Background: an optimization exercise with open tools, aiming at small area, a short achievable clock period and few clock cycles per item. Do not read the settings as production practice. At most, simulation tests tie the RTL to the original design; equivalence was not proved.

==> flow/design.v <==
`default_nettype none
module md_block_padder (
  input  wire logic        clk,
  input  wire logic        rst_n,
  input  wire logic        in_tvalid,
  output logic             in_tready,
  input  wire logic [7:0]  in_tdata,    
  input  wire logic [0:0]  in_tuser,    
  input  wire logic        in_tlast,    
  output logic             out_tvalid,
  input  wire logic        out_tready,
  output logic [39:0]      out_tdata,   
  output logic [0:0]       out_tuser,   
  output logic             out_tlast,   
  input  wire logic        cfg_valid,
  output logic             cfg_ready,
  input  wire logic [0:0]  cfg_data     
);
  localparam logic [1:0] BLK_DATA = 2'd0;   
  localparam logic [1:0] BLK_PAD  = 2'd1;   
  localparam logic [1:0] BLK_MARK = 2'd2;   
  localparam logic [1:0] BLK_LEN  = 2'd3;   
  logic [7:0]  mem [64];
  logic [5:0]  fill_r;      
  logic [54:0] blk_r;       
  logic        binc_r;      
  logic [3:0]  bcy_r;       
  logic        pend_r;      
  logic        job_r;       
  logic [1:0]  jt_r;        
  logic [5:0]  lim_r;       
  logic        jlast_r;     
  logic        jfol_r;      
  logic        jdat_r;      
  logic [3:0]  rp_r;        
  logic [15:0] rh_r;        
  logic [3:0]  wl_r;        
  logic [15:0] ww_r;        
  logic        len_be_r;
  logic        rdy_r;       
  logic        ov_r;
  logic [31:0] od_r;
  logic [3:0]  oi_r;
  logic        ou_r;
  logic        ol_r;
  logic        acc, wr, tl, load;
  logic [5:0]  fill_n1, n_end;
  logic [31:0] word_nxt;
  logic [63:0] bits;
  logic [31:0] len_lo, len_hi;
  logic [31:0] mword;
  logic [3:0]  den, mk;
  logic        ov_n, pend_n, job_n, jlast_n, jfol_n, jdat_n, blk_clr, blk_inc;
  logic [1:0]  jt_n;
  logic [5:0]  fill_n, lim_n;
  logic [3:0]  rp_n;
  logic [15:0] rh_n, ww_n;
  logic [3:0]  wl_n;
  logic        rdy_n;
  assign cfg_ready = 1'b1;
  assign in_tready = rdy_r;
  assign acc       = in_tvalid && rdy_r;
  assign wr        = acc && in_tuser[0];
  assign tl        = acc && in_tlast;
  assign fill_n1   = fill_r + 6'd1;
  assign n_end     = wr ? fill_n1 : fill_r;
  assign load      = job_r && (!ov_r || out_tready);
  assign bits = {blk_r, lim_r, 3'b000};
  always_comb begin
    for (int b = 0; b < 4; b++) begin
      len_lo[8*b +: 8] = len_be_r ? bits[8*(7-b) +: 8] : bits[8*b +: 8];
      len_hi[8*b +: 8] = len_be_r ? bits[8*(3-b) +: 8] : bits[8*(4+b) +: 8];
    end
  end
  always_comb begin
    logic [5:0] pos;
    mword = '0;
    for (int p = 0; p < 64; p++) begin
      mword[8*(p%4) +: 8] = mword[8*(p%4) +: 8] | (mem[p] & {8{rh_r[p/4]}});
    end
    for (int l = 0; l < 4; l++) begin
      pos    = {rp_r, 2'(l)};
      den[l] = (jt_r == BLK_DATA) || ((jt_r != BLK_LEN) && (pos < lim_r));
      mk[l]  = ((jt_r == BLK_PAD) || (jt_r == BLK_MARK)) && (pos == lim_r);
    end
  end
  always_comb begin
    for (int l = 0; l < 4; l++) begin
      word_nxt[8*l +: 8] = (mword[8*l +: 8] & {8{den[l]}}) | {mk[l], 7'd0};
    end
    if ((jt_r == BLK_PAD) || (jt_r == BLK_LEN)) begin
      word_nxt = word_nxt | (len_lo & {32{rh_r[14]}}) | (len_hi & {32{rh_r[15]}});
    end
  end
  always_comb begin
    ov_n    = load || (ov_r && !out_tready);
    pend_n  = pend_r;
    job_n   = job_r;
    jt_n    = jt_r;
    lim_n   = lim_r;
    jlast_n = jlast_r;
    jfol_n  = jfol_r;
    jdat_n  = jdat_r;
    rp_n    = rp_r;
    rh_n    = rh_r;
    fill_n  = fill_r;
    blk_clr = 1'b0;
    blk_inc = 1'b0;
    if (load) begin
      rp_n = rp_r + 4'd1;
      rh_n = {rh_r[14:0], rh_r[15]};
      if (rp_r == 4'd15) begin
        if (jfol_r) begin
          jt_n    = (jt_r == BLK_DATA) ? BLK_PAD : BLK_LEN;
          if (jt_r == BLK_DATA) lim_n = '0;
          jlast_n = 1'b1;
          jfol_n  = 1'b0;
          jdat_n  = 1'b0;
        end else begin
          job_n = 1'b0;
          if ((jt_r == BLK_PAD) || (jt_r == BLK_LEN)) blk_clr = 1'b1;
        end
      end
    end
    if (pend_r && !job_r) begin
      pend_n  = 1'b0;
      job_n   = 1'b1;
      jt_n    = (fill_r[5:3] == 3'd7) ? BLK_MARK : BLK_PAD;
      lim_n   = fill_r;
      jlast_n = (fill_r[5:3] != 3'd7);
      jfol_n  = (fill_r[5:3] == 3'd7);
      jdat_n  = (fill_r != 6'd0);
      fill_n  = '0;
    end
    if (acc) begin
      if (wr) fill_n = fill_n1;
      if (wr && (fill_r == 6'd63)) begin
        blk_inc = 1'b1;
        job_n   = 1'b1;
        jt_n    = BLK_DATA;
        jlast_n = !in_tlast;
        jfol_n  = in_tlast;
        jdat_n  = 1'b1;
      end else if (tl) begin
        if (job_r) begin
          pend_n = 1'b1;
        end else begin
          job_n   = 1'b1;
          jt_n    = (n_end[5:3] == 3'd7) ? BLK_MARK : BLK_PAD;
          lim_n   = n_end;
          jlast_n = (n_end[5:3] != 3'd7);
          jfol_n  = (n_end[5:3] == 3'd7);
          jdat_n  = (n_end != 6'd0);
          fill_n  = '0;
        end
      end
    end
  end
  always_comb begin
    logic x_lt, x_eq, x_m1, x_p1;   
    logic ld, ov1, ws, nj, j1, d1, hz, full;
    logic [1:0] ro;                 
    x_lt = rp_r < fill_r[5:2];
    x_eq = rp_r == fill_r[5:2];
    x_m1 = (rp_r + 4'd1) == fill_r[5:2];
    x_p1 = rp_r == (fill_r[5:2] + 4'd1);
    ws   = wr && (fill_r[1:0] == 2'd3);
    nj   = (wr && (fill_r == 6'd63)) || ((tl || pend_r) && !job_r);
    full = wr ? (fill_r == 6'd62) : (fill_r == 6'd63);
    for (int o = 0; o < 2; o++) begin
      ld  = job_r && (!ov_r || (o == 1));
      ov1 = ld || (ov_r && (o == 0));
      j1  = job_r && !(ld && (rp_r == 4'd15) && !jfol_r);
      d1  = jdat_r && !(ld && (rp_r == 4'd15) && jfol_r);
      case ({ld, ws})
        2'b10:   hz = (x_lt && !x_m1) || (x_m1 && ov1);
        2'b01:   hz = x_lt || x_eq || (x_p1 && ov1);
        default: hz = x_lt || (x_eq && ov1);
      endcase
      if (nj)
        ro[o] = !ov1;
      else
        ro[o] = !(pend_r || (tl && job_r)) && !(j1 && ((d1 && hz) || full));
    end
    rdy_n = out_tready ? ro[1] : ro[0];
  end
  always_comb begin
    wl_n = wl_r;
    ww_n = ww_r;
    if (wr) begin
      wl_n = {wl_r[2:0], wl_r[3]};
      if (wl_r[3]) ww_n = {ww_r[14:0], ww_r[15]};
    end
    if ((pend_r || tl) && !job_r && !(wr && (fill_r == 6'd63))) begin
      wl_n = 4'd1;
      ww_n = 16'd1;
    end
  end
  always_ff @(posedge clk) begin
    for (int p = 0; p < 64; p++) begin
      if (wr && (fill_r == 6'(p))) mem[p] <= in_tdata;
    end
  end
  always_ff @(posedge clk) begin
    if (load) begin
      od_r <= word_nxt;
      oi_r <= rp_r;
      ou_r <= (jt_r == BLK_PAD) || (jt_r == BLK_LEN);
      ol_r <= jlast_r && rh_r[15];
    end
  end
  always_ff @(posedge clk) begin
    if (!rst_n) begin
      ov_r     <= 1'b0;
      fill_r   <= '0;
      blk_r    <= '0;
      binc_r   <= 1'b0;
      bcy_r    <= '0;
      pend_r   <= 1'b0;
      job_r    <= 1'b0;
      jt_r     <= BLK_DATA;
      lim_r    <= '0;
      jlast_r  <= 1'b0;
      jfol_r   <= 1'b0;
      jdat_r   <= 1'b0;
      rp_r     <= '0;
      rh_r     <= 16'd1;
      wl_r     <= 4'd1;
      ww_r     <= 16'd1;
      rdy_r    <= 1'b0;
      len_be_r <= 1'b0;
    end else begin
      if (cfg_valid) len_be_r <= cfg_data[0];
      ov_r    <= ov_n;
      fill_r  <= fill_n;
      pend_r  <= pend_n;
      job_r   <= job_n;
      jt_r    <= jt_n;
      lim_r   <= lim_n;
      jlast_r <= jlast_n;
      jfol_r  <= jfol_n;
      jdat_r  <= jdat_n;
      rp_r    <= rp_n;
      rh_r    <= rh_n;
      wl_r    <= wl_n;
      ww_r    <= ww_n;
      rdy_r   <= rdy_n;
      binc_r <= blk_inc;
      if (blk_clr) begin
        blk_r <= '0;
        bcy_r <= '0;
      end else begin
        for (int k = 0; k < 5; k++) begin
          if ((k == 0) ? binc_r : bcy_r[k-1]) blk_r[11*k +: 11] <= blk_r[11*k +: 11] + 11'd1;
        end
        for (int k = 0; k < 4; k++) begin
          bcy_r[k] <= ((k == 0) ? binc_r : bcy_r[k-1]) && (&blk_r[11*k +: 11]);
        end
      end
    end
  end
  assign out_tvalid = ov_r;
  assign out_tdata  = {4'h0, oi_r, od_r};
  assign out_tuser  = ou_r;
  assign out_tlast  = ol_r;
endmodule
`default_nettype wire
Settings: LEC_CHECK=0, CAP_MARGIN=20, CORE_MARGIN=2, CORE_UTILIZATION=40, SETUP_SLACK_MARGIN=2.8, SLEW_MARGIN=20; clock period 5.0 ns.
standard.sh (not shown) runs the stock make flow with config.mk's settings and CLKGATE_MAP_FILE= SYNTH_SCRIPT=/design/flow/synth_recipe.tcl, a recipe that flattens the netlist after the stock synthesis.
==> flow/flow/run.sh <==
#!/bin/bash
# The standard layout (standard.sh: the ORFS run, standard synthesis
# unchanged), with three changes: the port buffers are buf_4 cells instead of
# the delay cells buffer_ports picks by default, the resizer may swap a cell
# for one of another footprint, and clock tree synthesis adds no dummy loads.
# make's full output goes to flow_make.log.
set -euo pipefail
bash standard.sh MATCH_CELL_FOOTPRINT=0 \
  'BUFFER_PORTS_ARGS=-buffer_cell sky130_fd_sc_hd__buf_4' \
  'CTS_ARGS=-sink_clustering_enable -repair_clock_nets -dont_use_dummy_load' \
  finish > flow_make.log 2>&1
test -f out/final.def
The first run finished clean.
Rerun with:
--- a/flow/design.v
+++ b/flow/design.v
@@ -196,11 +196,11 @@
       ww_n = 16'd1;
     end
   end
   always_ff @(posedge clk) begin
     for (int p = 0; p < 64; p++) begin
-      if (wr && (fill_r == 6'(p))) mem[p] <= in_tdata;
+      if (wr && ww_r[p/4] && wl_r[p%4]) mem[p] <= in_tdata;
     end
   end
   always_ff @(posedge clk) begin
     if (load) begin
       od_r <= word_nxt;
=>
- flip-flop and latch count increases by 20
- wire length increases by about 4%
- setup slack gains 0.040 ns
- utilization decreases by 0.82 points
- sequential share of layout area increases by 0.72 points
- global-route usage barely changes
- clock-buffer cell count increases by 4
- non-clock buffer count decreases by 4
- clock skew decreases by 0.012 ns
Testbench counts after the change, summed over its fixed seeds: cycles 36,349, bytes 33,373.
Function not checked in the first run of this note: the RTL went through the layout flow alone.

-- re-timing with driven ports --
In the flow no input, the clock included, has a driving cell. The finished layouts below were timed again as built, in two steps.
Step 1 assumes that a clkbuf_16 drives the clock port and a buf_2 every other input.
Step 2 moves the port delays by t, midway between the first and last clock arrival at a register: inputs arrive t later, outputs are due t later. That takes back most of the time a late clock gives input paths.
a / b / c = ideal / step 1 / step 2; a / b = the first two.
| run | shift t [ns] | setup WS [ns] | clock arrival spread, ns | cell pins on the clock port's net |
|---|---|---|---|---|
| the first run | 0.645 | 2.767 / 2.767 / 2.146 | 0.069 / 0.069 | 1 |
| the second run | 0.641 | 2.807 / 2.754 / 2.218 | 0.055 / 0.056 | 1 |
After both steps setup and hold are still met in every run listed. For the first run, which loses most, drivers alone change the setup slack by 0.000 ns; drivers and shift together by -0.621 ns.
